From an optimization exercise on the open Yosys and OpenROAD flow, aimed at small area, a short achievable clock period and few clock cycles; shortcuts taken in it are not production practice.
Only simulation tests tie the RTL to the original design; equivalence was not proved.
Power and IR drop assume default switching activity.

### flow/design.v
`timescale 1ns/1ps
package char_draw_pkg;
    localparam int GLYPH_COLS = 5;
    localparam int GLYPH_ROWS = 9;
    localparam int BOX_COLS = GLYPH_COLS + 1;
    localparam int BOX_ROWS = GLYPH_ROWS + 1;
    typedef logic [9:0]  pixel_x_t;       
    typedef logic [8:0]  pixel_y_t;       
    typedef logic [18:0] vga_addr_t;      
    typedef logic [7:0]  color_id_t;      
    typedef logic [7:0]  char_code_t;
    typedef logic [3:0]  glyph_size_t;    
    typedef logic [GLYPH_COLS-1:0] glyph_row_t;
    typedef logic [GLYPH_ROWS*GLYPH_COLS-1:0] glyph_bitmap_t;
    typedef enum logic [1:0] {
        MODE_PLACE    = 2'd0,    
        MODE_STYLE    = 2'd1,    
        MODE_FULL     = 2'd2,
        MODE_FULL_ALT = 2'd3
    } cmd_mode_e;
endpackage
`timescale 1ns/1ps
`timescale 1ns/1ps
module glyph_enc (
    input  logic [7:0] char_code,
    output logic [4:0] gidx
);
    always_comb begin
        case (char_code)
            8'h30: gidx = 5'd0;
            8'h31: gidx = 5'd1;
            8'h32: gidx = 5'd2;
            8'h33: gidx = 5'd3;
            8'h34: gidx = 5'd4;
            8'h35: gidx = 5'd5;
            8'h36: gidx = 5'd6;
            8'h37: gidx = 5'd7;
            8'h38: gidx = 5'd8;
            8'h39: gidx = 5'd9;
            8'h3A: gidx = 5'd10;
            8'h41: gidx = 5'd11;
            8'h43: gidx = 5'd12;
            8'h44: gidx = 5'd13;
            8'h45: gidx = 5'd14;
            8'h47: gidx = 5'd15;
            8'h49: gidx = 5'd16;
            8'h4B: gidx = 5'd17;
            8'h4C: gidx = 5'd18;
            8'h4D: gidx = 5'd19;
            8'h4E: gidx = 5'd20;
            8'h4F: gidx = 5'd0;
            8'h50: gidx = 5'd21;
            8'h52: gidx = 5'd22;
            8'h53: gidx = 5'd23;
            8'h54: gidx = 5'd24;
            8'h56: gidx = 5'd25;
            8'h59: gidx = 5'd26;
            default: gidx = 5'd27;   
        endcase
    end
endmodule
module glyph_rom(gidx, row, bits);
  input [4:0] gidx;
  wire [4:0] gidx;
  input [3:0] row;
  wire [3:0] row;
  output [4:0] bits;
  wire [4:0] bits;
  wire _000_;
  wire _001_;
  wire _002_;
  wire _003_;
  wire _004_;
  wire _005_;
  wire _006_;
  wire _007_;
  wire _008_;
  wire _009_;
  wire _010_;
  wire _011_;
  wire _012_;
  wire _013_;
  wire _014_;
  wire _015_;
  wire _016_;
  wire _017_;
  wire _018_;
  wire _019_;
  wire _020_;
  wire _021_;
  wire _022_;
  wire _023_;
  wire _024_;
  wire _025_;
  wire _026_;
  wire _027_;
  wire _028_;
  wire _029_;
  wire _030_;
  wire _031_;
  wire _032_;
  wire _033_;
  wire _034_;
  wire _035_;
  wire _036_;
  wire _037_;
  wire _038_;
  wire _039_;
  wire _040_;
  wire _041_;
  wire _042_;
  wire _043_;
  wire _044_;
  wire _045_;
  wire _046_;
  wire _047_;
  wire _048_;
  wire _049_;
  wire _050_;
  wire _051_;
  wire _052_;
  wire _053_;
  wire _054_;
  wire _055_;
  wire _056_;
  wire _057_;
  wire _058_;
  wire _059_;
  wire _060_;
  wire _061_;
  wire _062_;
  wire _063_;
  wire _064_;
  wire _065_;
  wire _066_;
  wire _067_;
  wire _068_;
  wire _069_;
  wire _070_;
  wire _071_;
  wire _072_;
  wire _073_;
  wire _074_;
  wire _075_;
  wire _076_;
  wire _077_;
  wire _078_;
  wire _079_;
  wire _080_;
  wire _081_;
  wire _082_;
  wire _083_;
  wire _084_;
  wire _085_;
  wire _086_;
  wire _087_;
  wire _088_;
  wire _089_;
  wire _090_;
  wire _091_;
  wire _092_;
  wire _093_;
  wire _094_;
  wire _095_;
  wire _096_;
  wire _097_;
  wire _098_;
  wire _099_;
  wire _100_;
  wire _101_;
  wire _102_;
  wire _103_;
  wire _104_;
  wire _105_;
  wire _106_;
  wire _107_;
  wire _108_;
  wire _109_;
  wire _110_;
  wire _111_;
  wire _112_;
  wire _113_;
  wire _114_;
  wire _115_;
  wire _116_;
  wire _117_;
  wire _118_;
  wire _119_;
  wire _120_;
  wire _121_;
  wire _122_;
  wire _123_;
  wire _124_;
  wire _125_;
  wire _126_;
  wire _127_;
  wire _128_;
  wire _129_;
  wire _130_;
  wire _131_;
  wire _132_;
  wire _133_;
  wire _134_;
  wire _135_;
  wire _136_;
  wire _137_;
  wire _138_;
  wire _139_;
  wire _140_;
  wire _141_;
  wire _142_;
  wire _143_;
  wire _144_;
  wire _145_;
  wire _146_;
  wire _147_;
  wire _148_;
  wire _149_;
  wire _150_;
  wire _151_;
  wire _152_;
  wire _153_;
  wire _154_;
  wire _155_;
  wire _156_;
  wire _157_;
  wire _158_;
  wire _159_;
  wire _160_;
  wire _161_;
  wire _162_;
  wire _163_;
  wire _164_;
  wire _165_;
  wire _166_;
  wire _167_;
  wire _168_;
  wire _169_;
  wire _170_;
  wire _171_;
  wire _172_;
  wire _173_;
  wire _174_;
  wire _175_;
  wire _176_;
  wire _177_;
  wire _178_;
  wire _179_;
  wire _180_;
  wire _181_;
  wire _182_;
  wire _183_;
  wire _184_;
  wire _185_;
  wire _186_;
  wire _187_;
  wire _188_;
  wire _189_;
  wire _190_;
  wire _191_;
  wire _192_;
  wire _193_;
  wire _194_;
  wire _195_;
  wire _196_;
  wire _197_;
  wire _198_;
  wire _199_;
  wire _200_;
  wire _201_;
  wire _202_;
  wire _203_;
  wire _204_;
  wire _205_;
  wire _206_;
  wire _207_;
  wire _208_;
  wire _209_;
  wire _210_;
  wire _211_;
  wire _212_;
  wire _213_;
  wire _214_;
  wire _215_;
  wire _216_;
  wire _217_;
  wire _218_;
  wire _219_;
  wire _220_;
  wire _221_;
  wire _222_;
  wire _223_;
  wire _224_;
  wire _225_;
  wire _226_;
  wire _227_;
  wire _228_;
  wire _229_;
  wire _230_;
  wire _231_;
  wire _232_;
  wire _233_;
  wire _234_;
  wire _235_;
  wire _236_;
  wire _237_;
  wire _238_;
  wire _239_;
  wire _240_;
  wire _241_;
  wire _242_;
  wire _243_;
  wire _244_;
  wire _245_;
  wire _246_;
  wire _247_;
  wire _248_;
  wire _249_;
  wire _250_;
  wire _251_;
  wire _252_;
  wire _253_;
  wire _254_;
  wire _255_;
  wire _256_;
  wire _257_;
  wire _258_;
  wire _259_;
  wire _260_;
  wire _261_;
  wire _262_;
  wire _263_;
  wire _264_;
  wire _265_;
  wire _266_;
  wire _267_;
  wire _268_;
  wire _269_;
  wire _270_;
  wire _271_;
  wire _272_;
  wire _273_;
  wire _274_;
  wire _275_;
  wire _276_;
  wire _277_;
  wire _278_;
  wire [44:0] bitmap;
  assign _049_ = 4'h1 >> { gidx[3], gidx[4] };
  assign _060_ = 4'h2 >> row[1:0];
  assign _071_ = 4'h4 >> { gidx[0], gidx[3] };
  assign _082_ = 4'h1 >> { gidx[1], gidx[2] };
  assign _093_ = 4'h8 >> { _082_, _071_ };
  assign _103_ = 4'h8 >> { gidx[2], gidx[3] };
  assign _114_ = 4'h4 >> { _103_, gidx[4] };
  assign _125_ = 4'h2 >> { gidx[3], gidx[4] };
  assign _135_ = 4'h1 >> { _125_, _114_ };
  assign _146_ = 4'h2 >> { _071_, gidx[2] };
  assign _157_ = 4'h8 >> { _146_, _135_ };
  assign _168_ = 4'h4 >> { _103_, gidx[0] };
  assign _179_ = 4'h1 >> { _168_, _093_ };
  assign _189_ = 4'h4 >> { _179_, _157_ };
  assign _200_ = 4'h2 >> { gidx[2], gidx[4] };
  assign _209_ = 4'h1 >> { _200_, _103_ };
  assign _210_ = 4'h8 >> { gidx[0], gidx[1] };
  assign _211_ = 4'h8 >> { _210_, _209_ };
  assign _212_ = 4'h8 >> { gidx[1], gidx[3] };
  assign _213_ = 4'h4 >> { _071_, gidx[4] };
  assign _214_ = 4'h1 >> { _213_, _212_ };
  assign _215_ = 4'h1 >> { _214_, _211_ };
  assign _216_ = 4'h2 >> { _215_, _189_ };
  assign _217_ = 4'h1 >> { gidx[0], gidx[1] };
  assign _218_ = 4'h4 >> { _217_, gidx[3] };
  assign _219_ = 4'h2 >> { _218_, _209_ };
  assign _220_ = 4'h8 >> { _219_, _216_ };
  assign _221_ = 4'h1 >> { _220_, _093_ };
  assign _222_ = 4'h2 >> { _221_, _060_ };
  assign _223_ = 4'h1 >> { _222_, _049_ };
  assign _224_ = 4'h2 >> row[3:2];
  assign _225_ = 4'h2 >> { _217_, row[0] };
  assign _226_ = 4'h4 >> row[1:0];
  assign _227_ = 4'h2 >> { _226_, gidx[2] };
  assign _228_ = 4'h4 >> { _227_, _210_ };
  assign _229_ = 4'h4 >> { _228_, _225_ };
  assign _230_ = 4'h2 >> { gidx[0], gidx[1] };
  assign _231_ = 4'h8 >> row[1:0];
  assign _232_ = 4'h4 >> { _231_, gidx[2] };
  assign _233_ = 4'h8 >> { _232_, _230_ };
  assign _234_ = 4'h2 >> { _233_, _049_ };
  assign _235_ = 4'h4 >> { _234_, _229_ };
  assign _236_ = 4'h2 >> { _235_, _224_ };
  assign _237_ = 4'h4 >> { _236_, _223_ };
  assign _238_ = 4'h1 >> { gidx[0], gidx[2] };
  assign _239_ = 4'h8 >> { _238_, _212_ };
  assign _240_ = 4'h8 >> { gidx[1], gidx[2] };
  assign _241_ = 4'h1 >> { _240_, _082_ };
  assign _242_ = 4'h2 >> { _241_, _071_ };
  assign _243_ = 4'h1 >> { _242_, _239_ };
  assign _244_ = 4'h1 >> row[1:0];
  assign _245_ = 4'h8 >> { _244_, _224_ };
  assign _246_ = 4'h8 >> { _245_, gidx[4] };
  assign _247_ = 4'h4 >> { _246_, _243_ };
  assign _248_ = 4'h8 >> { _224_, _060_ };
  assign _249_ = 4'h4 >> { gidx[2], gidx[4] };
  assign _250_ = 4'h8 >> { _249_, _218_ };
  assign _251_ = 4'h2 >> { gidx[0], gidx[3] };
  assign _252_ = 4'h8 >> { _251_, gidx[1] };
  assign _253_ = 4'h8 >> { _252_, _249_ };
  assign _254_ = 4'h1 >> { _253_, _250_ };
  assign _255_ = 4'h2 >> { _254_, _248_ };
  assign _256_ = 4'h1 >> { _255_, _247_ };
  assign _257_ = 4'h4 >> { _256_, _237_ };
  assign _258_ = 4'h1 >> row[3:2];
  assign _259_ = 4'h8 >> { _258_, _226_ };
  assign _260_ = 4'h8 >> { _209_, gidx[4] };
  assign _261_ = 4'h8 >> { _260_, _218_ };
  assign _262_ = 4'h1 >> { _261_, _239_ };
  assign _263_ = 4'h8 >> { _200_, _071_ };
  assign _264_ = 4'h2 >> { _263_, _262_ };
  assign _265_ = 4'h2 >> { gidx[2], gidx[3] };
  assign _266_ = 4'h8 >> { _265_, _210_ };
  assign _267_ = 4'h2 >> { _266_, _264_ };
  assign _268_ = 4'h2 >> { _267_, _216_ };
  assign _269_ = 4'h4 >> { _219_, _189_ };
  assign _270_ = 4'h1 >> { _269_, _268_ };
  assign _271_ = 4'h2 >> { _270_, _259_ };
  assign _272_ = 4'h8 >> { _240_, gidx[0] };
  assign _273_ = 4'h4 >> row[3:2];
  assign _274_ = 4'h8 >> { _273_, _060_ };
  assign _275_ = 4'h4 >> { _274_, gidx[4] };
  assign _276_ = 4'h4 >> { _275_, _272_ };
  assign _277_ = 4'h8 >> { _258_, _060_ };
  assign _278_ = 4'h1 >> { _277_, _276_ };
  assign _000_ = 4'h4 >> { gidx[3], gidx[4] };
  assign _001_ = 4'h4 >> { _000_, row[3] };
  assign _002_ = 4'h1 >> { _001_, _238_ };
  assign _003_ = 4'h1 >> { _002_, gidx[1] };
  assign _004_ = 4'h2 >> { _217_, gidx[2] };
  assign _005_ = 4'h1 >> { _004_, row[3] };
  assign _006_ = 4'h1 >> { _005_, gidx[3] };
  assign _007_ = 4'h1 >> { _082_, gidx[4] };
  assign _008_ = 4'h4 >> { _007_, _265_ };
  assign _009_ = 4'h1 >> { _008_, _006_ };
  assign _010_ = 4'h4 >> { _009_, _003_ };
  assign _011_ = 4'h1 >> { _010_, _278_ };
  assign _012_ = 4'h4 >> { _011_, _157_ };
  assign _013_ = 4'h1 >> { _272_, _238_ };
  assign _014_ = 4'h1 >> { _013_, gidx[3] };
  assign _015_ = 4'h1 >> { _014_, _266_ };
  assign _016_ = 4'h2 >> { _015_, _274_ };
  assign _017_ = 4'h4 >> { gidx[0], gidx[1] };
  assign _018_ = 4'h8 >> { _017_, _265_ };
  assign _019_ = 4'h8 >> { _273_, _244_ };
  assign _020_ = 4'h8 >> { _019_, _018_ };
  assign _021_ = 4'h8 >> { _258_, _231_ };
  assign _022_ = 4'h4 >> { _245_, _241_ };
  assign _023_ = 4'h1 >> { _022_, _021_ };
  assign _024_ = 4'h2 >> { _023_, _239_ };
  assign _025_ = 4'h1 >> { _024_, _020_ };
  assign _026_ = 4'h4 >> { _025_, _016_ };
  assign _027_ = 4'h1 >> { _251_, _213_ };
  assign _028_ = 4'h1 >> { _027_, gidx[2] };
  assign _029_ = 4'h8 >> { _240_, _071_ };
  assign _030_ = 4'h1 >> { _029_, _250_ };
  assign _031_ = 4'h4 >> { _030_, _028_ };
  assign _032_ = 4'h8 >> { _031_, _275_ };
  assign _033_ = 4'h8 >> { _032_, _026_ };
  assign _034_ = 4'h2 >> { _026_, gidx[4] };
  assign _035_ = 4'h1 >> { _034_, _033_ };
  assign _036_ = 4'h4 >> { _035_, _012_ };
  assign _037_ = 4'h4 >> { _036_, _271_ };
  assign bits[3] = 4'h7 >> { _037_, _257_ };
  assign _038_ = 4'h2 >> { _030_, _249_ };
  assign _039_ = 4'h8 >> { gidx[0], gidx[2] };
  assign _040_ = 4'h1 >> { _039_, _238_ };
  assign _041_ = 4'h2 >> { gidx[1], gidx[4] };
  assign _042_ = 4'h4 >> { _041_, _040_ };
  assign _043_ = 4'h1 >> { _042_, _252_ };
  assign _044_ = 4'h2 >> { _043_, _200_ };
  assign _045_ = 4'h1 >> { _019_, _093_ };
  assign _046_ = 4'h1 >> { _045_, gidx[4] };
  assign _047_ = 4'h1 >> { _046_, _044_ };
  assign _048_ = 4'h4 >> { _047_, _038_ };
  assign _050_ = 4'h4 >> { _243_, gidx[4] };
  assign _051_ = 4'h2 >> { _050_, _019_ };
  assign _052_ = 4'h4 >> { row[1], gidx[1] };
  assign _053_ = 4'h8 >> { _052_, _258_ };
  assign _054_ = 4'h1 >> { _231_, _082_ };
  assign _055_ = 4'h2 >> { _054_, _224_ };
  assign _056_ = 4'h1 >> { _055_, _053_ };
  assign _057_ = 4'h4 >> { _056_, _051_ };
  assign _058_ = 4'h1 >> { _057_, _048_ };
  assign _059_ = 4'h8 >> { _058_, _258_ };
  assign _061_ = 4'h1 >> { _059_, _245_ };
  assign _062_ = 4'h4 >> { _262_, _249_ };
  assign _063_ = 4'h1 >> { _062_, _000_ };
  assign _064_ = 4'h4 >> { _063_, _061_ };
  assign _065_ = 4'h8 >> { _000_, _272_ };
  assign _066_ = 4'h2 >> { _065_, _030_ };
  assign _067_ = 4'h8 >> { _066_, _026_ };
  assign _068_ = 4'h8 >> { _224_, row[1] };
  assign _069_ = 4'h4 >> { _068_, row[0] };
  assign _070_ = 4'h4 >> { _019_, _071_ };
  assign _072_ = 4'h1 >> { _070_, _069_ };
  assign _073_ = 4'h4 >> { _072_, _034_ };
  assign _074_ = 4'h1 >> { _073_, _067_ };
  assign _075_ = 4'h8 >> { _248_, _220_ };
  assign _076_ = 4'h1 >> { _011_, _255_ };
  assign _077_ = 4'h4 >> { _076_, _075_ };
  assign _078_ = 4'h8 >> { _238_, _049_ };
  assign _079_ = 4'h1 >> { _078_, _018_ };
  assign _080_ = 4'h4 >> { _079_, _260_ };
  assign _081_ = 4'h2 >> { _080_, _230_ };
  assign _083_ = 4'h8 >> { gidx[3], gidx[4] };
  assign _084_ = 4'h8 >> { _083_, _238_ };
  assign _085_ = 4'h1 >> { _084_, _093_ };
  assign _086_ = 4'h4 >> { _085_, _065_ };
  assign _087_ = 4'h4 >> { _086_, _081_ };
  assign _088_ = 4'h1 >> { _017_, _230_ };
  assign _089_ = 4'h1 >> { _088_, _135_ };
  assign _090_ = 4'h4 >> { _089_, _087_ };
  assign _091_ = 4'h1 >> { _090_, _250_ };
  assign _092_ = 4'h8 >> { _068_, row[0] };
  assign _094_ = 4'h4 >> { _092_, _091_ };
  assign _095_ = 4'h4 >> { _266_, gidx[4] };
  assign _096_ = 4'h1 >> { _095_, _263_ };
  assign _097_ = 4'h2 >> { _096_, _259_ };
  assign _098_ = 4'h1 >> { _097_, _094_ };
  assign _099_ = 4'h8 >> { _098_, _077_ };
  assign _100_ = 4'h4 >> { _099_, _074_ };
  assign bits[1] = 4'hb >> { _100_, _064_ };
  assign _101_ = 4'h2 >> { _088_, _249_ };
  assign _102_ = 4'h1 >> { _079_, gidx[1] };
  assign _104_ = 4'h1 >> { _102_, _101_ };
  assign _105_ = 4'h1 >> { _104_, _257_ };
  assign _106_ = 4'h1 >> { gidx[2], gidx[4] };
  assign _107_ = 4'h1 >> { _106_, _238_ };
  assign _108_ = 4'h2 >> { _107_, _248_ };
  assign _109_ = 4'h1 >> { _108_, _274_ };
  assign _110_ = 4'h4 >> { _109_, _105_ };
  assign _111_ = 4'h8 >> { _265_, gidx[4] };
  assign _112_ = 4'h1 >> { _111_, _213_ };
  assign _113_ = 4'h4 >> { _112_, bits[3] };
  assign _115_ = 4'h1 >> { _113_, _110_ };
  assign _116_ = 4'h2 >> { _077_, gidx[4] };
  assign _117_ = 4'h4 >> { _021_, _264_ };
  assign _118_ = 4'h1 >> { _117_, _011_ };
  assign _119_ = 4'h2 >> { _118_, _048_ };
  assign _120_ = 4'h4 >> { gidx[0], gidx[4] };
  assign _121_ = 4'h8 >> { _120_, _277_ };
  assign _122_ = 4'h2 >> { _087_, _069_ };
  assign _123_ = 4'h1 >> { _122_, _121_ };
  assign _124_ = 4'h4 >> { _123_, _058_ };
  assign _126_ = 4'h4 >> { _124_, _119_ };
  assign _127_ = 4'h4 >> { _126_, _116_ };
  assign bits[2] = 4'hb >> { _127_, _115_ };
  assign _128_ = 4'h8 >> { _120_, _082_ };
  assign _129_ = 4'h2 >> { _083_, _019_ };
  assign _130_ = 4'h4 >> { _129_, _128_ };
  assign _131_ = 4'h4 >> { _130_, _038_ };
  assign _132_ = 4'h1 >> { _048_, row[0] };
  assign _133_ = 4'h8 >> { gidx[1], gidx[4] };
  assign _134_ = 4'h4 >> { _133_, _071_ };
  assign _136_ = 4'h2 >> { _134_, _068_ };
  assign _137_ = 4'h8 >> { _136_, _179_ };
  assign _138_ = 4'h4 >> { _137_, _132_ };
  assign _139_ = 4'h1 >> { _138_, _131_ };
  assign _140_ = 4'h8 >> { _249_, _071_ };
  assign _141_ = 4'h1 >> { _140_, _238_ };
  assign _142_ = 4'h2 >> { _141_, gidx[1] };
  assign _143_ = 4'h2 >> { _142_, _043_ };
  assign _144_ = 4'h4 >> { _143_, _139_ };
  assign _145_ = 4'h4 >> { _104_, _268_ };
  assign _147_ = 4'h2 >> { _145_, _248_ };
  assign _148_ = 4'h8 >> { _066_, _245_ };
  assign _149_ = 4'h1 >> { _148_, _021_ };
  assign _150_ = 4'h2 >> { _013_, gidx[4] };
  assign _151_ = 4'h2 >> { _150_, _216_ };
  assign _152_ = 4'h4 >> { _151_, _149_ };
  assign _153_ = 4'h1 >> { _212_, gidx[2] };
  assign _154_ = 4'h8 >> { _153_, _107_ };
  assign _155_ = 4'h1 >> { _140_, _084_ };
  assign _156_ = 4'h4 >> { _155_, _253_ };
  assign _158_ = 4'h4 >> { _156_, _154_ };
  assign _159_ = 4'h4 >> { _158_, _261_ };
  assign _160_ = 4'h2 >> { _159_, _277_ };
  assign _161_ = 4'h1 >> { _160_, _152_ };
  assign _162_ = 4'h8 >> { _014_, _230_ };
  assign _163_ = 4'h8 >> { _040_, _125_ };
  assign _164_ = 4'h8 >> { _249_, _212_ };
  assign _165_ = 4'h1 >> { _164_, _266_ };
  assign _166_ = 4'h4 >> { _165_, _163_ };
  assign _167_ = 4'h4 >> { _166_, _162_ };
  assign _169_ = 4'h2 >> { _167_, _274_ };
  assign _170_ = 4'h4 >> { _086_, _071_ };
  assign _171_ = 4'h2 >> { _170_, gidx[1] };
  assign _172_ = 4'h4 >> { _000_, gidx[1] };
  assign _173_ = 4'h2 >> { _172_, _080_ };
  assign _174_ = 4'h4 >> { _173_, _171_ };
  assign _175_ = 4'h2 >> { _174_, _259_ };
  assign _176_ = 4'h1 >> { _175_, _169_ };
  assign _177_ = 4'h8 >> { _176_, _161_ };
  assign _178_ = 4'h4 >> { _177_, _147_ };
  assign bits[0] = 4'hb >> { _178_, _144_ };
  assign _180_ = 4'h4 >> { _058_, gidx[2] };
  assign _181_ = 4'h8 >> { _162_, row[3] };
  assign _182_ = 4'h1 >> { _181_, _089_ };
  assign _183_ = 4'h8 >> { _182_, _161_ };
  assign _184_ = 4'h4 >> { _060_, row[2] };
  assign _185_ = 4'h4 >> { _184_, _183_ };
  assign _186_ = 4'h4 >> { _083_, _082_ };
  assign _187_ = 4'h1 >> { _052_, _232_ };
  assign _188_ = 4'h4 >> { _187_, _031_ };
  assign _190_ = 4'h8 >> { _052_, _213_ };
  assign _191_ = 4'h4 >> { _106_, _088_ };
  assign _192_ = 4'h2 >> { _191_, _224_ };
  assign _193_ = 4'h4 >> { _192_, _190_ };
  assign _194_ = 4'h4 >> { _193_, _188_ };
  assign _195_ = 4'h4 >> { _026_, _023_ };
  assign _196_ = 4'h8 >> { _195_, _048_ };
  assign _197_ = 4'h1 >> { _196_, _194_ };
  assign _198_ = 4'h1 >> { _197_, _186_ };
  assign _199_ = 4'h8 >> { _274_, _268_ };
  assign _201_ = 4'h8 >> { _106_, _212_ };
  assign _202_ = 4'h2 >> { _266_, _259_ };
  assign _203_ = 4'h4 >> { _202_, _201_ };
  assign _204_ = 4'h4 >> { _203_, _157_ };
  assign _205_ = 4'h1 >> { _204_, _131_ };
  assign _206_ = 4'h4 >> { _205_, _199_ };
  assign _207_ = 4'h4 >> { _206_, _198_ };
  assign _208_ = 4'h4 >> { _207_, _185_ };
  assign bits[4] = 4'h1 >> { _208_, _180_ };
  assign bitmap[18] = 1'h0;
endmodule
`timescale 1ns/1ps
`timescale 1ns/1ps
`timescale 1ns/1ps
`timescale 1ns/1ps
module char_draw_top #(
    parameter int SCREEN_W = 640,
    parameter int SCREEN_H = 480
) (
    input  logic                       clk,
    input  logic                       rst,
    input  char_draw_pkg::pixel_x_t    x,
    input  char_draw_pkg::pixel_y_t    y,
    input  char_draw_pkg::char_code_t  code,
    input  char_draw_pkg::glyph_size_t size,
    input  logic [1:0]                 mode,
    input  char_draw_pkg::color_id_t   idata_fg,
    input  char_draw_pkg::color_id_t   idata_bg,
    input  logic                       idata_vld,
    output logic                       odone,
    output char_draw_pkg::vga_addr_t   oaddr,
    output char_draw_pkg::color_id_t   odata,
    output logic                       owren
);
    char_draw_pkg::pixel_x_t      origin_x;
    char_draw_pkg::pixel_y_t      origin_y;
    char_draw_pkg::char_code_t    char_code;
    char_draw_pkg::glyph_size_t   glyph_size;
    char_draw_pkg::color_id_t     fg_color;
    char_draw_pkg::color_id_t     bg_color;
    logic        busy;        
    localparam int IW = 4;   
    localparam int IN = 3;   
    logic [IN-1:0] init;      
    logic [1:0]  nb_cy;       
    logic [11:0] base_a;      
    logic [11:0] base_b;      
    logic [11:0] base_c;      
    logic [4:0]  gidx;        
    logic [4:0]  gidx_d;
    logic        scan_vld;    
    logic [11:0] nb_hi;       
    logic [3:0]  sx;          
    logic [2:0]  col;         
    logic [3:0]  sy;          
    logic [3:0]  rrow;        
    logic [4:0]  gbits;       
    logic        s_rowstart;  
    logic        s_bit;       
    logic [4:0]  rom_bits;
    logic        accept;
    logic        row_end;
    logic        last_pix;
    assign accept   = idata_vld && !busy;
    logic [IW+1:0] chunk_sum [IN];
    logic [1:0]    cy_sel;
    always_comb begin
        cy_sel = 2'd0;
        for (int k = 0; k < IN; k++) begin
            chunk_sum[k] = (IW+2)'(base_a[IW*k +: IW]) + (IW+2)'(base_b[IW*k +: IW])
                         + (IW+2)'(base_c[IW*k +: IW]) + (IW+2)'(k == 0 ? 2'd0 : nb_cy);
            cy_sel = cy_sel | (init[k] ? chunk_sum[k][IW+1:IW] : 2'd0);
        end
    end
    assign base_a   = {1'b0, origin_y, 2'b00};
    assign base_b   = {3'b000, origin_y};
    assign base_c   = {9'd0, origin_x[9:7]};
    assign row_end  = (col == 3'd5) && (sx == 4'd0);
    assign last_pix = row_end && (sy == 4'd0) && (rrow == 4'd10);
    always_ff @(posedge clk) begin
        if (rst) begin
            origin_x  <= '0;
            origin_y  <= '0;
            char_code <= '0;
        end else if (accept && mode != 2'd1) begin
            origin_x  <= x;
            origin_y  <= y;
            char_code <= code;
        end
    end
    always_ff @(posedge clk) begin
        if (!busy) begin
            glyph_size <= size;
            fg_color   <= idata_fg;
            bg_color   <= idata_bg;
        end
    end
    always_ff @(posedge clk) begin
        if (rst) begin
            busy     <= 1'b0;
            init     <= '0;
            scan_vld <= 1'b0;
            owren    <= 1'b0;
            odone    <= 1'b0;
        end else begin
            init  <= {init[IN-2:0], accept && mode != 2'd0};
            owren <= scan_vld;
            odone <= scan_vld && last_pix;
            if (accept && mode != 2'd0)
                busy <= 1'b1;
            else if (scan_vld && last_pix)
                busy <= 1'b0;
            if (init[IN-1])
                scan_vld <= 1'b1;
            else if (last_pix)
                scan_vld <= 1'b0;
        end
    end
    glyph_enc u_glyph_enc (
        .char_code (char_code),
        .gidx      (gidx_d)
    );
    glyph_rom u_glyph_rom (
        .gidx (gidx),
        .row  (rrow),
        .bits (rom_bits)
    );
    always_ff @(posedge clk) begin
        gidx <= gidx_d;
    end
    always_ff @(posedge clk) begin
        if (init[IN-1]) begin
            sx         <= glyph_size;
            col        <= 3'd0;
            sy         <= glyph_size;
            rrow       <= 4'd0;
            gbits      <= 5'd0;
            s_rowstart <= 1'b1;
            s_bit      <= 1'b0;
        end else begin
            gbits      <= rom_bits;
            s_rowstart <= row_end;
            if (sx == 4'd0) begin
                sx <= glyph_size;
                if (row_end) begin
                    col   <= 3'd0;
                    s_bit <= 1'b0;
                    if (sy == 4'd0) begin
                        sy <= glyph_size;
                    end else begin
                        sy <= sy - 4'd1;
                    end
                end else begin
                    col   <= col + 3'd1;
                    s_bit <= gbits[3'd4 - col];
                    if (col == 3'd4 && sy == 4'd0)
                        rrow <= rrow + 4'd1;
                end
            end else begin
                sx <= sx - 4'd1;
            end
        end
    end
    always_ff @(posedge clk) begin
        nb_cy <= cy_sel;
        for (int k = 0; k < IN; k++) begin
            if (init[k])
                nb_hi[IW*k +: IW] <= chunk_sum[k][IW-1:0];
        end
        if (scan_vld && s_rowstart)
            nb_hi <= nb_hi + 12'd5;
        if (s_rowstart)
            oaddr <= {nb_hi, origin_x[6:0]};
        else
            oaddr <= oaddr + 19'd1;
        odata <= s_bit ? fg_color : bg_color;
    end
endmodule
### flow/config.mk
export PLATFORM = sky130hd
export DESIGN_NAME = char_draw_top
export DESIGN_NICKNAME = char_draw_top
export VERILOG_FILES = /design/flow/design.v
export SDC_FILE = /design/flow/constraint.sdc
export NUM_CORES = 4
export LEC_CHECK = 0
export ABC_AREA = 1
export CAP_MARGIN = 20
export CORE_MARGIN = 2
export CORE_UTILIZATION = 40
export CTS_BUF_LIST = sky130_fd_sc_hd__clkbuf_4
export SETUP_SLACK_MARGIN = 3.0
export SLEW_MARGIN = 20
export SYNTH_MEMORY_MAX_BITS = 16384
### flow/standard.sh
#!/bin/bash
# synth_recipe.tcl (not shown) runs the flow's synth.tcl, then flattens the netlist and writes it again
# the make line also repeats each setting of config.mk as NAME=value (left out here)
make -C /OpenROAD-flow-scripts/flow DESIGN_CONFIG=/design/flow/config.mk WORK_HOME=/design/flow/orfs CLKGATE_MAP_FILE= SYNTH_SCRIPT=/design/flow/synth_recipe.tcl "${@:-finish}"
### flow/flow/run.sh
#!/bin/bash
# The standard layout, with plain buffers on the ports in place of the delay-cell
# buffers buffer_ports picks by default. Each tool's output goes to the ORFS logs
# under orfs/logs/; make's own output goes to make_finish.log here.
set -euo pipefail
export BUFFER_PORTS_ARGS="-buffer_cell sky130_fd_sc_hd__buf_1"
bash standard.sh finish > make_finish.log 2>&1
### flow/constraint.sdc
create_clock -name core_clock -period 5.0 [get_ports {clk}]
set_input_delay 1.0000 -clock core_clock [delete_from_list [all_inputs] [get_ports {clk}]]
set_output_delay 1.0000 -clock core_clock [all_outputs]
set_load 0.01 [all_outputs]
==> results.sh, run 1 <==
export IMPL_fin_util_pct=50.17
export IMPL_drive_above_1_share_pct=20.72
export IMPL_clock_latency_ns=0.54
export IMPL_syn_nets=963
export IMPL_htreeDepth=4
export IMPL_crit_fanout=4
export IMPL_dp_final_hpwl_um=12330
export IMPL_numPortBuffers=80
export IMPL_crit_required_ns=5.44
export IMPL_synth_top_flop_cell="dfxtp_1"
export IMPL_r2r_start="oaddr[1]$_DFF_P_"
export IMPL_grt_pass1_vias=5939
export IMPL_drt_iter0_drc=401
export IMPL_drtPass1Iterations=5
export IMPL_avgViaCountPerCell=5.088
export IMPL_cp_end_kind="flip-flop"
export IMPL_clkTransAtPathRegs_ns=0.12
export IMPL_placed_cells=1152
export IMPL_vdd_ir_drop_max_mv=0.2688
export IMPL_cts_hold_buf=0
export IMPL_grt_overflow_total=0
export IMPL_rsz0062_at_grt="yes"
export IMPL_crit_type="flip-flop to flip-flop"
export IMPL_fin_skew_ns=0.01679
export IMPL_rows=47
export IMPL_initial_utilization_pct=40.51
export IMPL_ant_nets=0
export IMPL_vias=6228
export IMPL_max_freq_mhz=470.8
export IMPL_rr_worst_depth=14
export IMPL_synth_async_reset_ratio_pct=0
export IMPL_antenna_found_initial=0
export IMPL_root_buffer="clkbuf_4"
export IMPL_grt_first_pass_wirelength_um=28160
export IMPL_core_um2=16470
export IMPL_postSynthAreaPerCell_um2=7.667
export IMPL_ys_warn_count=3
export IMPL_grt_max_degree=31
export IMPL_gp_congestion=0.9962
export IMPL_power_density_nw_per_um2=398.2
export IMPL_dieArea_um2=17720
export IMPL_hold_viol=0
export IMPL_nNetsFinal=1084
export IMPL_grt_usage_pct=19.86
export IMPL_dieWidth_um=133.1
export IMPL_period_share_pct=42.48
export IMPL_synth_seq_cells=122
export IMPL_reg2reg_slack_ns=2.88
export IMPL_io_pins=81
export IMPL_crit_arrival_ns=2.56
export IMPL_finalNonFillerCells=1224
export IMPL_cellLeakagePower_nw=3.654
export IMPL_crit_path_start="oaddr[1]$_DFF_P_"
export IMPL_status="timing/DRC/antenna clean"
export IMPL_fin_crit_ns=2.124
export IMPL_r2r_end="oaddr[18]$_DFF_P_"
export IMPL_place_area_um2=7158
export IMPL_tritoncts="done"
export IMPL_synth_edf_count=36
export IMPL_cts_buffers=17
export IMPL_wl_per_cell_um=14.20
export IMPL_die_h_um=133.1
export IMPL_finalMaxSlewViolations=0
export IMPL_clockBufferDepth=2
export IMPL_postSynthCellCount=870
export IMPL_cp_endpoint="oaddr[18]$_DFF_P_"
export IMPL_max_cap_violations=0
export IMPL_yosys_cell_types_count=46
export IMPL_drc=0
export IMPL_area_growth_pct=23.86
export IMPL_design_area_um2=8262
export IMPL_drt_total_wl_um=17380
export IMPL_relSlewSlack_pct=43.50
export IMPL_worst_slew_pin_slew_ns=0.8476
export IMPL_mappedNetlistArea_um2=6670
export IMPL_min_path_type="flip-flop to flip-flop"
export IMPL_clock_sinks=122
export IMPL_setup_viol=0
export IMPL_ys_seq_area_share_pct=42.02
export IMPL_antenna_cells=0
export IMPL_cp_start_kind="flip-flop"
export IMPL_tns_ns=0
-- power breakdown --
| group | total, mW | internal (mW) | switching (mW) |
|---|---|---|---|
| clock network | 0.834 | 0.454 | 0.380 |
| logic | 1.09 | 0.512 | 0.580 |
| registers | 1.36 | 1.23 | 0.135 |
-- worst min-delay path by stage --
stage | start | endpoint | slack [ns] | depth (start not counted)
final | char_code[7]$_SDFFE_PP0P_ | gidx[2]$_SDFF_PP0_ | 0.43 | 1
after global routing | origin_x[4]$_SDFFE_PP0P_ | oaddr[4]$_DFF_P_ | 0.45 | 2
after CTS | char_code[7]$_SDFFE_PP0P_ | gidx[2]$_SDFF_PP0_ | 0.43 | 1
after detailed placement | bg_color[0]$_DFFE_PN_ | odata[0]$_DFF_P_ | 0.42 | 2
after global placement | bg_color[1]$_DFFE_PN_ | odata[1]$_DFF_P_ | 0.42 | 2
after floorplan | char_code[7]$_SDFFE_PP0P_ | gidx[2]$_SDFF_PP0_ | 0.39 | 1
-- layer usage --
layer | part of all wire [%] | track usage, % | up-vias
met1 | 45 | 26.69 | 2817
li1 | - | - | 3125
met3 | 6.3 | 4.833 | 45
met4 | 2.4 | 6.738 | 0
met5 | 0 | 0 | -
met2 | 46 | 31.49 | 241
-- sequential cells by signal, summed over array words and instances, names as in the netlist, 8 cells and up --
name / flops
origin_y: 9
origin_x: 10
nb_hi: 12
oaddr: 19
char_code: 8
bg_color: 8
fg_color: 8
odata: 8
-- cells in the mapped netlist (2+ instances only) --
| master | n | area (µm²) |
|---|---|---|
| nor2_4 | 2 | 22.52 |
| nand2_2 | 6 | 37.54 |
| o21bai_1 | 2 | 15.01 |
| nor3_2 | 2 | 20.02 |
| nand4_1 | 9 | 56.30 |
| a21o_1 | 2 | 15.01 |
| clkbuf_1 | 15 | 56.30 |
| clkinv_1 | 2 | 7.510 |
| or2_2 | 3 | 18.77 |
| nor3_1 | 13 | 65.06 |
| a211oi_1 | 14 | 105.1 |
| nand3b_1 | 2 | 15.01 |
| a21oi_1 | 41 | 205.2 |
| o21ai_1 | 8 | 40.04 |
| and3_1 | 2 | 12.51 |
| inv_1 | 95 | 356.6 |
| ha_1 | 34 | 425.4 |
| dfxtp_1 | 86 | 1722 |
| edfxtp_1 | 36 | 1081 |
| nand2_1 | 225 | 844.6 |
| nand3_1 | 48 | 240.2 |
| xor2_1 | 14 | 122.6 |
| a21oi_2 | 2 | 17.52 |
| xnor2_1 | 4 | 35.03 |
| nor2_1 | 80 | 300.3 |
| inv_2 | 7 | 26.28 |
| o22ai_1 | 9 | 56.30 |
| nor4_1 | 2 | 12.51 |
| o221ai_1 | 2 | 17.52 |
| fa_1 | 7 | 140.1 |
| a31oi_1 | 7 | 43.79 |
| nor2_2 | 7 | 43.79 |
| o211ai_1 | 4 | 30.03 |
| o21ai_0 | 59 | 295.3 |
| buf_6 | 4 | 45.04 |
| o31ai_1 | 5 | 37.54 |
-- timing repair --
item	CTS	global route
cloned	1	1
endpoints found under the setup margin	63	69
buffers inserted	19	19
resized for setup	106	59
pin swaps	0	17
-- layout make-up --
type	instances	area, µm²
clock buffer	19	142.6
clock inverter	13	201.4
fill	1654	8204
inverter	104	422.9
multi-input combinational	623	3547
sequential	122	2868
tap	220	275.3
timing repair buffer	121	789.5
timing repair inverter	2	15.01
-- cell families after synthesis --
logic type | count (synthesis) | share of synthesized area [%]
buffers and inverters | 125 | 7.503
xor gates and xnor gates | 18 | 2.364
DFF | 122 | 42.02
AOI/OAI and AO/OA | 161 | 13.99
adders and majority gates | 41 | 8.479
and+or+nand+nor | 403 | 25.64
-- metrics by stage --
stage / total power [mW] / setup slack [ns] / hold WS [ns]
6_report: 3.290 / 2.876 / 0.4265
5_1_grt: 3.509 / 2.747 / 0.4548
4_1_cts: 3.213 / 2.934 / 0.4330
3_5_place_dp: 2.125 / 2.288 / 0.4208
3_3_place_gp: 2.129 / 2.361 / 0.4158
2_1_floorplan: 1.896 / 3.002 / 0.3887
-- cells in the final DEF, fill, tap and decap left out, types with 9 or more instances in the layout --
| cell type | n |
|---|---|
| nand2_2 | 12 |
| nand4_1 | 9 |
| o21ai_0 | 55 |
| nor2_1 | 75 |
| dfxtp_4 | 10 |
| nor3_1 | 12 |
| a21oi_1 | 40 |
| dfxtp_2 | 22 |
| dfxtp_1 | 54 |
| inv_1 | 87 |
| buf_1 | 51 |
| xor2_1 | 14 |
| buf_6 | 24 |
| o21ai_1 | 9 |
| ha_1 | 27 |
| buf_4 | 39 |
| nand3_1 | 43 |
| a211oi_1 | 14 |
| edfxtp_1 | 36 |
| clkbuf_4 | 19 |
| nand2_1 | 218 |
-- worst max-delay path, cell delays in order, from the launching register on --
cell	delay (ns)
dfxtp_2	0.36
buf_4	0.12
ha_4	0.12
nand2_2	0.07
nor2_4	0.14
nand2_2	0.10
nor3_4	0.21
nand2_1	0.11
nor2_2	0.16
nand2_2	0.10
nor3_2	0.20
nand2_1	0.08
xnor2_1	0.12
nand2_1	0.06
nand2_1	0.06
Testbench counts, summed over its fixed seeds: cycles 175,420.
==> run 2, diff against run 1 <==
--- a/flow/config.mk
+++ b/flow/config.mk
@@ -11,3 +11,3 @@
 export CORE_UTILIZATION = 40
-export CTS_BUF_LIST = sky130_fd_sc_hd__clkbuf_4
+export CTS_BUF_LIST = sky130_fd_sc_hd__clkbuf_4 sky130_fd_sc_hd__clkbuf_8
 export SETUP_SLACK_MARGIN = 3.0
==> results.sh, run 2 <==
export IMPL_grt_pass1_vias=5810
export IMPL_largest_register="oaddr"
export IMPL_setup_viol=0
export IMPL_area_growth_pct=21.50
export IMPL_grt_max_degree=31
export IMPL_crit_arrival_ns=1.02
export IMPL_avgViaCountPerCell=5.079
export IMPL_postSynthAreaPerCell_um2=7.667
export IMPL_gp_congestion=0.9962
export IMPL_worst_slew_pin_slew_ns=0.4421
export IMPL_rsz0062_at_grt="yes"
export IMPL_dieWidth_um=133.1
export IMPL_drive_above_1_share_pct=17.58
export IMPL_final_common_cell="nand2_1"
export IMPL_io_pins=81
export IMPL_vias=6115
export IMPL_wl_per_cell_um=14.28
export IMPL_drc=0
export IMPL_grt_usage_pct=19.66
export IMPL_max_freq_mhz=494.1
export IMPL_synth_commonest_cells="225 x nand2_1, 95 x inv_1, 86 x dfxtp_1"
export IMPL_cellLeakagePower_nw=3.542
export IMPL_dieArea_um2=17720
export IMPL_fin_skew_ns=0.01158
export IMPL_synth_top_cell_area_share_pct=25.81
export IMPL_clockBufferDepth=2
export IMPL_largest_reg_flops=19
export IMPL_cp_start_kind="flip-flop"
export IMPL_tritoncts="done"
export IMPL_synth_async_reset_ratio_pct=0
export IMPL_ys_seq_area_share_pct=42.02
export IMPL_finalMaxSlewViolations=0
export IMPL_postSynthCellCount=870
export IMPL_cp_end_kind="primary output"
export IMPL_synth_top_area_cell="dfxtp_1"
export IMPL_vdd_ir_drop_max_mv=0.2601
export IMPL_clkTransAtPathRegs_ns=0.07
export IMPL_dp_final_hpwl_um=12330
export IMPL_mappedNetlistArea_um2=6670
export IMPL_grt_overflow_total=0
export IMPL_most_common_layout_cells="218 x nand2_1, 87 x inv_1, 75 x nor2_1"
export IMPL_cts_hold_buf=0
export IMPL_min_path_type="flip-flop to flip-flop"
export IMPL_synth_top_flop_cell="dfxtp_1"
export IMPL_fin_crit_ns=2.024
export IMPL_initial_utilization_pct=40.51
export IMPL_relSlewSlack_pct=70.49
export IMPL_antenna_found_initial=0
export IMPL_die_h_um=133.1
export IMPL_fillerInstances=1667
export IMPL_status="timing/DRC/antenna clean"
export IMPL_numPortBuffers=80
export IMPL_syn_nets=963
export IMPL_tns_ns=0
export IMPL_antenna_cells=0
export IMPL_crit_type="flip-flop to primary output"
export IMPL_synth_seq_cells=122
export IMPL_rows=47
export IMPL_hold_viol=0
export IMPL_core_um2=16470
export IMPL_power_density_nw_per_um2=405.8
export IMPL_crit_fanout=3
export IMPL_clock_latency_ns=0.44
export IMPL_synth_area_top_cells="dfxtp_1 26%, edfxtp_1 16%, nand2_1 13%"
export IMPL_place_area_um2=7158
export IMPL_clock_sinks=122
export IMPL_ant_nets=0
export IMPL_crit_required_ns=4.00
export IMPL_synth_edf_count=36
export IMPL_nNetsFinal=1064
export IMPL_cts_buffers=17
export IMPL_drt_total_wl_um=17190
export IMPL_yosys_cell_types_count=46
export IMPL_drt_iter0_drc=404
export IMPL_ys_warn_count=3
export IMPL_design_area_um2=8104
export IMPL_max_cap_violations=0
export IMPL_top_regs="oaddr x19, nb_hi x12, origin_x x10"
export IMPL_grt_first_pass_wirelength_um=27880
export IMPL_yosysMostFrequentCell="nand2_1"
export IMPL_period_share_pct=40.47
export IMPL_drtPass1Iterations=6
export IMPL_htreeDepth=4
export IMPL_root_buffer="clkbuf_8"
## run 2: final timing paths
check	start	to	slack, ns	cells past startpoint
max	oaddr[0]$_DFF_P_	oaddr[0]	2.98	2
min	char_code[7]$_SDFFE_PP0P_	gidx[2]$_SDFF_PP0_	0.42	1
max reg2reg	oaddr[1]$_DFF_P_	oaddr[18]$_DFF_P_	3.01	13
min reg2reg	char_code[7]$_SDFFE_PP0P_	gidx[2]$_SDFF_PP0_	0.42	1
## run 2: critical path: stages, from the launching register on
cell and delay [ns]:
dfxtp_4 0.36, buf_6 0.12, buf_6 0.11
## run 2: power by group
part	internal, mW	switching [mW]	total, mW	leakage, nW
Combinational	0.352	0.519	0.871	2.25
Clock	0.631	0.398	1.03	0.225
Sequential	1.23	0.160	1.39	1.07
Total	2.21	1.08	3.29	3.54
## run 2: cells by family after synthesis
group | count (synthesis) | synth area share, %
AO/OA/AOI/OAI | 161 | 13.99
AND/OR/NAND/NOR | 403 | 25.64
XOR/XNOR | 18 | 2.364
flip-flops | 122 | 42.02
adder cells (fa/ha/maj) | 41 | 8.479
buffers and inverters | 125 | 7.503
## run 2: what timing repair did
item                       4_1_cts  5_1_grt
resized for setup               49       82
cloned                           1        1
setup buffers                    3       15
setup endpoints to repair       50       58
pin swaps                        0       21
hold endpoints to repair         0        0
## run 2: layer usage
layer	global-route usage, %	routed length [µm]	up-vias
li1	-	-	3085
met1	26.67	7689	2762
met2	31.00	8070	233
met3	4.262	1086	35
met4	7.270	346	0
met5	0	0	-
## run 2: cell type report
cell class,count,area (µm²),area share (%)
flip-flops and latches,122,2861,35.31
multi-input cells,623,3545,43.74
well taps,220,275.3,3.397
repair inverters,2,15.01,0.1853
inverters,104,422.9,5.218
repair buffers,101,514.2,6.346
clock inverters,11,193.9,2.393
clock buffers,21,276.5,3.412
## run 2: per-stage QoR
| stage | util (%) | cells | setup slack [ns] | hold slack, ns | power (mW) |
|---|---|---|---|---|---|
| after floorplan | - | 870 | 3.002 | 0.3887 | 1.896 |
| after global placement | 43.47 | 1152 | 2.361 | 0.4158 | 2.129 |
| after detailed placement | 43.47 | 1152 | 2.288 | 0.4208 | 2.125 |
| after CTS | 47.09 | 1188 | 3.002 | 0.4290 | 3.196 |
| after global routing | 49.22 | 1204 | 2.864 | 0.4550 | 3.514 |
| final | 49.22 | 1204 | 2.976 | 0.4231 | 3.289 |
==> run 3, diff against run 2 <==
==> flow/flow/run.sh (replaced) <==
#!/bin/bash
# The standard layout with two changes: plain buffers on the ports in place of the
# delay-cell buffers buffer_ports picks by default, and no second timing repair after
# global routing (the repair after clock tree synthesis already meets the margin).
# Each tool's output goes to the ORFS logs under orfs/logs/; make's own output goes
# to make_finish.log here.
set -euo pipefail
export BUFFER_PORTS_ARGS="-buffer_cell sky130_fd_sc_hd__buf_1"
export SKIP_INCREMENTAL_REPAIR=1
bash standard.sh finish > make_finish.log 2>&1
==> results.sh, run 3 <==
export IMPL_status="timing/DRC/antenna clean"
export IMPL_drc=0
export IMPL_crit_required_ns=5.39
export IMPL_synth_area_top_cells="dfxtp_1 26%, edfxtp_1 16%, nand2_1 13%"
export IMPL_setup_viol=0
export IMPL_initial_utilization_pct=40.51
export IMPL_post_cts_setup_buffers=3
export IMPL_synth_top_area_cell="dfxtp_1"
export IMPL_grt_busiest_layer="met2"
export IMPL_postSynthAreaPerCell_um2=7.667
export IMPL_crit_type="flip-flop to flip-flop"
export IMPL_mappedNetlistArea_um2=6670
export IMPL_vias=5938
export IMPL_clock_sinks=122
export IMPL_reg2reg_slack_ns=2.94
export IMPL_nNetsFinal=1048
export IMPL_power_total_mw=3.174
export IMPL_root_buffer="clkbuf_8"
export IMPL_tns_ns=0
export IMPL_antenna_found_initial=0
export IMPL_drtPass1Iterations=5
export IMPL_fillerInstances=1704
export IMPL_cts_resized=49
export IMPL_finalMaxSlewViolations=0
export IMPL_drt_total_wl_um=16600
export IMPL_core_um2=16470
export IMPL_crit_chain="inv_2, nand2_2, nor2_2, nor2_2, nor2_2, nor2_4, a21oi_2, nand2_1, nand2_1, nand3_1, nand3_1, nand2_1, inv_1"
export IMPL_fin_skew_ns=0.01077
export IMPL_largest_register="oaddr"
export IMPL_synth_async_reset_ratio_pct=0
export IMPL_crit_arrival_ns=2.45
export IMPL_htreeDepth=4
export IMPL_grt_overflow_total=0
export IMPL_cts_buffers=17
export IMPL_hold_worst_slack_ns=0.4223
export IMPL_finalNonFillerCells=1188
export IMPL_cp_num_buf_inv=2
export IMPL_crit_path_start="gidx[4]$_SDFF_PP1_"
export IMPL_min_path_type="flip-flop to flip-flop"
export IMPL_vdd_ir_drop_max_mv=0.2549
export IMPL_cp_num_cells=13
export IMPL_grt_usage_pct=19.66
export IMPL_cp_end_kind="flip-flop"
export IMPL_ant_nets=0
export IMPL_synth_edf_count=36
export IMPL_drt_iter0_drc=325
export IMPL_wl_per_cell_um=13.97
export IMPL_grt_pass1_vias=5810
export IMPL_fin_crit_ns=2.061
export IMPL_cp_endpoint="gbits[1]$_SDFF_PP0_"
export IMPL_period_share_pct=41.22
export IMPL_max_freq_mhz=485.2
export IMPL_avgViaCountPerCell=4.998
export IMPL_r2r_end="gbits[1]$_SDFF_PP0_"
export IMPL_grt_max_degree=31
export IMPL_r2r_start="gidx[4]$_SDFF_PP1_"
export IMPL_cts_hold_buf=0
export IMPL_worst_slew_pin_slew_ns=0.8636
export IMPL_gp_congestion=0.9962
export IMPL_yosysMostFrequentCell="nand2_1"
export IMPL_use_met1_pct=26.67
export IMPL_clock_latency_ns=0.44
export IMPL_grtUsageMet2_pct=31.00
export IMPL_syn_nets=963
export IMPL_die_h_um=133.1
export IMPL_synth_top_cell_area_share_pct=25.81
export IMPL_most_common_layout_cells="225 x nand2_1, 91 x inv_1, 78 x nor2_1"
export IMPL_dp_final_hpwl_um=12330
export IMPL_clockBufferDepth=2
export IMPL_synth_seq_cells=122
export IMPL_synth_top_flop_cell="dfxtp_1"
export IMPL_dieWidth_um=133.1
export IMPL_max_cap_violations=0
export IMPL_crit_family="simple AND/OR/NAND/NOR gates"
export IMPL_postSynthCellCount=870
export IMPL_crit_fanout=14
export IMPL_yosys_cell_types_count=46
export IMPL_grt_first_pass_wirelength_um=27880
export IMPL_placed_cells=1152
export IMPL_cp_slowest_cell="dfxtp_2"
export IMPL_io_pins=81
export IMPL_power_density_nw_per_um2=409.3
export IMPL_hold_viol=0
export IMPL_antenna_cells=0
export IMPL_cp_start_kind="flip-flop"
export IMPL_tritoncts="done"
export IMPL_clkTransAtPathRegs_ns=0.07
export IMPL_dieArea_um2=17720
export IMPL_final_common_cell="nand2_1"
export IMPL_rows=47
export IMPL_ys_warn_count=3
export IMPL_critPathMaxStageDelay_ns=0.42
export IMPL_use_met3_pct=4.262
export IMPL_cellLeakagePower_nw=3.394
export IMPL_drive_above_1_share_pct=11.36
export IMPL_relSlewSlack_pct=42.43
export IMPL_numPortBuffers=80
export IMPL_largest_reg_flops=19
export IMPL_rr_worst_depth=13
export IMPL_area_growth_pct=16.24
export IMPL_ys_seq_area_share_pct=42.02
export IMPL_synth_commonest_cells="225 x nand2_1, 95 x inv_1, 86 x dfxtp_1"
export IMPL_top_regs="oaddr x19, nb_hi x12, origin_x x10"
## run 3: cell counts after synthesis
No cell type changed its count.
## run 3: stage by stage
step / setup WS, ns / utilization [%] / area [µm²]
after global placement: 2.361 / 43.47 / 7158
after CTS: 3.002 / 47.09 / 7754
after global routing: 2.761 / 47.09 / 7754
after floorplan: 3.002 / - / 6671
final: 2.939 / 47.09 / 7754
after detailed placement: 2.288 / 43.47 / 7158
## run 3: logic make-up (layout without fill, tap and decap cells)
group	after synthesis	after routing	synth area share [%]
simple gates	403	403	25.64
fa+ha+maj	41	41	8.479
buf+inv	125	223	7.503
flops	122	122	42.02
xor+xnor	18	18	2.364
compound gates	161	161	13.99
## run 3: worst min-delay path by stage
stage	startpoint	endpoint	slack (ns)	cells past startpoint
global route	char_code[7]$_SDFFE_PP0P_	gidx[2]$_SDFF_PP0_	0.46	1
detailed placement	bg_color[0]$_DFFE_PN_	odata[0]$_DFF_P_	0.42	2
global placement	bg_color[1]$_DFFE_PN_	odata[1]$_DFF_P_	0.42	2
CTS	char_code[7]$_SDFFE_PP0P_	gidx[2]$_SDFF_PP0_	0.43	1
floorplan	char_code[7]$_SDFFE_PP0P_	gidx[2]$_SDFF_PP0_	0.39	1
finish	char_code[7]$_SDFFE_PP0P_	gidx[2]$_SDFF_PP0_	0.42	1
## run 3: power breakdown
part / internal, mW / total, mW / switching (mW)
Clock: 0.631 / 1.03 / 0.400
Sequential: 1.22 / 1.37 / 0.155
Combinational: 0.288 / 0.771 / 0.483
Total: 2.14 / 3.17 / 1.04
## run 3: layout make-up
class | instances | area, µm² | share of cell area [%]
Timing Repair Buffer | 86 | 359.1 | 4.631
Clock buffer | 21 | 276.5 | 3.566
Inverter | 104 | 405.4 | 5.228
Timing Repair inverter | 1 | 7.507 | 0.09682
Sequential cell | 122 | 2830 | 36.50
Clock inverter | 11 | 193.9 | 2.501
Multi-Input combinational cell | 623 | 3406 | 43.92
Tap cell | 220 | 275.3 | 3.550
## run 3: per-layer routing
metal | wire length, µm | vias to the layer above
met5 | 0 | -
met4 | 382 | 0
met3 | 925 | 39
met2 | 7585 | 189
met1 | 7706 | 2661
li1 | - | 3049
==> run 4, diff against run 3 <==
--- a/flow/design.v
+++ b/flow/design.v
@@ -674,3 +674,9 @@
     logic        scan_vld;    
-    logic [11:0] nb_hi;       
+    logic        first_row;   
+    logic        row_cy;      
+    logic        lo_wrap;     
+    logic [2:0]  hi_step;     
+    logic [3:0]  hi_low;      
+    logic [8:0]  hi_inc;      
+    logic [11:0] hi_next;     
     logic [3:0]  sx;          
@@ -687,2 +693,16 @@
     assign accept   = idata_vld && !busy;
+    always_comb begin
+        if (!scan_vld)
+            hi_step = 3'd0;
+        else if (s_rowstart)
+            hi_step = first_row ? 3'd0 : row_cy ? 3'd4 : 3'd5;
+        else
+            hi_step = {2'b00, lo_wrap};
+    end
+    assign hi_low    = {1'b0, oaddr[9:7]} + {1'b0, hi_step};
+    assign hi_inc[0] = ~oaddr[10];
+    for (genvar i = 1; i < 9; i++) begin : g_inc
+        assign hi_inc[i] = oaddr[10+i] ^ (&oaddr[10+i-1:10]);
+    end
+    assign hi_next   = {hi_low[3] ? hi_inc : oaddr[18:10], hi_low[2:0]};
     logic [IW+1:0] chunk_sum [IN];
@@ -788,12 +808,22 @@
         nb_cy <= cy_sel;
+        oaddr[18:7] <= hi_next;
         for (int k = 0; k < IN; k++) begin
             if (init[k])
-                nb_hi[IW*k +: IW] <= chunk_sum[k][IW-1:0];
+                oaddr[7+IW*k +: IW] <= chunk_sum[k][IW-1:0];
         end
-        if (scan_vld && s_rowstart)
-            nb_hi <= nb_hi + 12'd5;
+        if (scan_vld && s_rowstart) begin
+            oaddr[6:0] <= origin_x[6:0];
+            lo_wrap    <= origin_x[6:0] == 7'h7f;
+        end else begin
+            oaddr[6:0] <= oaddr[6:0] + 7'd1;
+            lo_wrap    <= oaddr[6:0] == 7'h7e;
+        end
+        if (init[0])
+            first_row <= 1'b1;
+        else if (scan_vld && s_rowstart)
+            first_row <= 1'b0;
         if (s_rowstart)
-            oaddr <= {nb_hi, origin_x[6:0]};
-        else
-            oaddr <= oaddr + 19'd1;
+            row_cy <= 1'b0;
+        else if (scan_vld && lo_wrap)
+            row_cy <= 1'b1;
         odata <= s_bit ? fg_color : bg_color;
==> flow/flow/run.sh (replaced) <==
#!/bin/bash
# The standard layout, with plain buffers on the ports in place of the delay-cell
# buffers buffer_ports picks by default. Each tool's output goes to the ORFS logs
# under orfs/logs/; make's own output goes to make_finish.log here.
set -euo pipefail
export BUFFER_PORTS_ARGS="-buffer_cell sky130_fd_sc_hd__buf_1"
bash standard.sh finish > make_finish.log 2>&1
==> results.sh, run 4 <==
export IMPL_tns_ns=0
export IMPL_crit_required_ns=4.00
export IMPL_clkTransAtPathRegs_ns=0.07
export IMPL_drt_iter0_drc=317
export IMPL_synth_async_reset_ratio_pct=0
export IMPL_critPathMaxStageDelay_ns=0.47
export IMPL_setup_viol=0
export IMPL_cp_start_kind="flip-flop"
export IMPL_core_um2=15090
export IMPL_postSynthAreaPerCell_um2=7.880
export IMPL_grt_usage_pct=19.27
export IMPL_wl_per_cell_um=14.24
export IMPL_pwr_share_seq_pct=42.7
export IMPL_mappedNetlistArea_um2=6131
export IMPL_power_density_nw_per_um2=369.7
export IMPL_clockBufferDepth=2
export IMPL_drive_above_1_share_pct=15.92
export IMPL_antenna_found_initial=0
export IMPL_crit_type="flip-flop to primary output"
export IMPL_drtPass1Iterations=5
export IMPL_synth_top_cell_area_share_pct=26.12
export IMPL_p_int_mw=1.924
export IMPL_synth_top_area_cell="dfxtp_1"
export IMPL_comb_power_share_pct=22.0
export IMPL_synth_top_flop_cell="dfxtp_1"
export IMPL_numPortBuffers=80
export IMPL_grt_max_degree=28
export IMPL_synthXorXnorAreaFrac_pct=2.000
export IMPL_rsz0062_at_grt="yes"
export IMPL_vdd_ir_drop_max_mv=0.2212
export IMPL_swShare_pct=30.25
export IMPL_io_pins=81
export IMPL_initial_utilization_pct=40.63
export IMPL_power_switching_mw=0.8347
export IMPL_max_freq_mhz=481.5
export IMPL_crit_fanout=4
export IMPL_root_buffer="clkbuf_8"
export IMPL_synth_area_mux_share_pct=0.1633
export IMPL_tritoncts="done"
export IMPL_grt_overflow_total=0
export IMPL_dieArea_um2=16330
export IMPL_status="timing/DRC/antenna clean"
export IMPL_final_common_cell="nand2_1"
export IMPL_vias=5470
export IMPL_largest_register="oaddr"
export IMPL_antenna_cells=0
export IMPL_synth_top_family_by_area="simple AND/OR/NAND/NOR gates"
export IMPL_hold_worst_slack_ns=0.4094
export IMPL_top_regs="oaddr x19, origin_x x10, origin_y x9"
export IMPL_cp_end_kind="primary output"
export IMPL_gp_congestion=0.9900
export IMPL_ys_warn_count=3
export IMPL_period_share_pct=41.53
export IMPL_largest_reg_flops=19
export IMPL_cellLeakagePower_nw=3.250
export IMPL_most_common_layout_cells="159 x nand2_1, 88 x o21ai_0, 84 x inv_1"
export IMPL_postSynthCellCount=778
export IMPL_drt_total_wl_um=15470
export IMPL_yosysMostFrequentCell="nand2_1"
export IMPL_crit_family="flip-flops"
export IMPL_htreeDepth=4
export IMPL_synth_commonest_cells="160 x nand2_1, 92 x inv_1, 91 x o21ai_0"
export IMPL_wl_met2_um=7104
export IMPL_power_frac_clock_pct=35.3
export IMPL_worst_slew_pin_slew_ns=0.6352
export IMPL_synth_area_top_cells="dfxtp_1 26%, edfxtp_1 16%, nand2_1 9.8%"
export IMPL_avgViaCountPerCell=5.037
export IMPL_drc=0
export IMPL_die_h_um=127.8
export IMPL_synth_simple_gate_area_share_pct=22.27
export IMPL_ant_nets=0
export IMPL_area_growth_pct=21.73
export IMPL_placed_cells=1030
export IMPL_grt_pass1_vias=5068
export IMPL_finalMaxSlewViolations=0
export IMPL_wl_met3_um=889
export IMPL_crit_chain="buf_1"
export IMPL_dieWidth_um=127.8
export IMPL_syn_nets=877
export IMPL_cp_num_buf_inv=1
export IMPL_synth_seq_cells=113
export IMPL_wl_met1_um=7035
export IMPL_fin_skew_ns=0.01020
export IMPL_synth_edf_count=33
export IMPL_nNetsFinal=984
export IMPL_clock_sinks=113
export IMPL_cts_buffers=17
export IMPL_grt_first_pass_wirelength_um=24900
export IMPL_min_path_type="flip-flop to flip-flop"
export IMPL_max_cap_violations=0
export IMPL_cp_slowest_cell="edfxtp_1"
export IMPL_crit_arrival_ns=1.08
export IMPL_hold_viol=0
export IMPL_clock_latency_ns=0.44
export IMPL_synth_adder_area_share_pct=10.45
export IMPL_finalNonFillerCells=1086
export IMPL_relSlewSlack_pct=57.61
export IMPL_ys_seq_area_share_pct=42.29
export IMPL_cts_hold_buf=0
export IMPL_fin_crit_ns=2.077
export IMPL_rows=45
export IMPL_top_layer_used="met4"
export IMPL_yosys_cell_types_count=46
export IMPL_dp_final_hpwl_um=11080
export IMPL_synth_compound_area_share_pct=15.20
## run 4: changes by cell type after synthesis, moves of 6 or more
cell,change
o21ai_0,+32
ha_1,+6
a211oi_1,-13
dfxtp_1,-6
nand2_1,-65
nor2_2,-6
## run 4: routing by layer
metal  up-vias  GRT usage [%]
met4         0          9.373
met2       185          29.32
met5         -              0
li1       2812              -
met1      2435          25.58
met3        38          4.925
## run 4: final timing paths
path / from / to / slack, ns / cells after the start
worst max register to register: origin_y[5]$_SDFFE_PP0P_ / oaddr[14]$_DFFE_PP_ / 3.07 / 8
worst min register to register: char_code[7]$_SDFFE_PP0P_ / gidx[2]$_SDFF_PP0_ / 0.41 / 1
worst min-delay path: char_code[7]$_SDFFE_PP0P_ / gidx[2]$_SDFF_PP0_ / 0.41 / 1
worst max-delay path: oaddr[14]$_DFFE_PP_ / oaddr[14] / 2.92 / 1
## run 4: power groups by stage
stage	Clock (mW)	Combinational, mW	Sequential, mW
final	0.973	0.607	1.18
after global routing	1.03	0.694	1.20
after CTS	0.993	0.575	1.18
after detailed placement	0	0.543	1.19
after global placement	0	0.549	1.19
after floorplan	0	0.389	1.19
## run 4: what timing repair did
| item | CTS | global route |
|---|---|---|
| gates cloned | 3 | 0 |
| buffers inserted | 12 | 9 |
| pin swaps | 0 | 4 |
| setup endpoints to repair | 47 | 44 |
| gates resized for setup | 34 | 56 |
## run 4: cells by family (layout without fill, tap and decap cells)
group	Yosys count	count (layout)
AO/OA/AOI/OAI	165	165
flip-flops	113	113
XOR/XNOR	14	14
multiplexers	1	1
buffers and inverters	118	238
AND/OR/NAND/NOR	320	320
adder cells (fa/ha/maj)	47	47
## run 4: layout make-up
class	count	area, µm²
clock buffers	20	256.5
clock inverters	12	188.9
fillers	1488	7626
inverters	102	411.6
multi-input cells	547	3193
flip-flops and latches	113	2626
well taps	188	235.2
repair buffers	101	529.3
repair inverters	3	22.52
## run 4: metrics by stage
stage	cell area, µm²	worst slack (ns)	power (mW)	util, %
4_1_cts	7243	2.895	2.745	48.00
5_1_grt	7463	2.883	2.922	49.46
3_5_place_dp	6581	1.608	1.738	43.62
6_report	7463	2.923	2.759	49.46
2_1_floorplan	6131	3.060	1.576	-
3_3_place_gp	6581	1.687	1.742	43.62
Testbench counts of run 4, summed over its fixed seeds: cycles 175,420.

what the ideal ports hide:
The flow's constraints put no driver on any port. The routed layouts listed below were extracted and timed again, unchanged, in two steps.
Step 1 sets driving cells, clkbuf_16 on the clock port and buf_2 on the other inputs (assumed; they add their load-dependent delay and slew).
Step 2, shift: input delay + t, output delay - t, t = (earliest + latest rising clock arrival at the registers) / 2. This alone moves slack from input paths to output paths.
a / b / c = ideal ports / drivers / drivers and shift; a / b = the first two.
run	shift t [ns]	slack for setup (ns)	hold WS [ns]	latest minus earliest clock arrival (ns)
run 1	0.570	2.876 / 2.855 / 2.600	0.427 / 0.427 / 0.427	0.019 / 0.019
run 2	0.474	2.976 / 2.940 / 2.710	0.423 / 0.423 / 0.423	0.012 / 0.012
run 3	0.474	2.939 / 2.939 / 2.578	0.422 / 0.422 / 0.422	0.011 / 0.011
run 4	0.467	2.923 / 2.889 / 2.815	0.409 / 0.409 / 0.409	0.011 / 0.011
After both steps setup and hold are still met in every run listed. For run 3, which loses most, drivers alone change the setup slack by 0.000 ns; drivers and shift together by -0.361 ns.
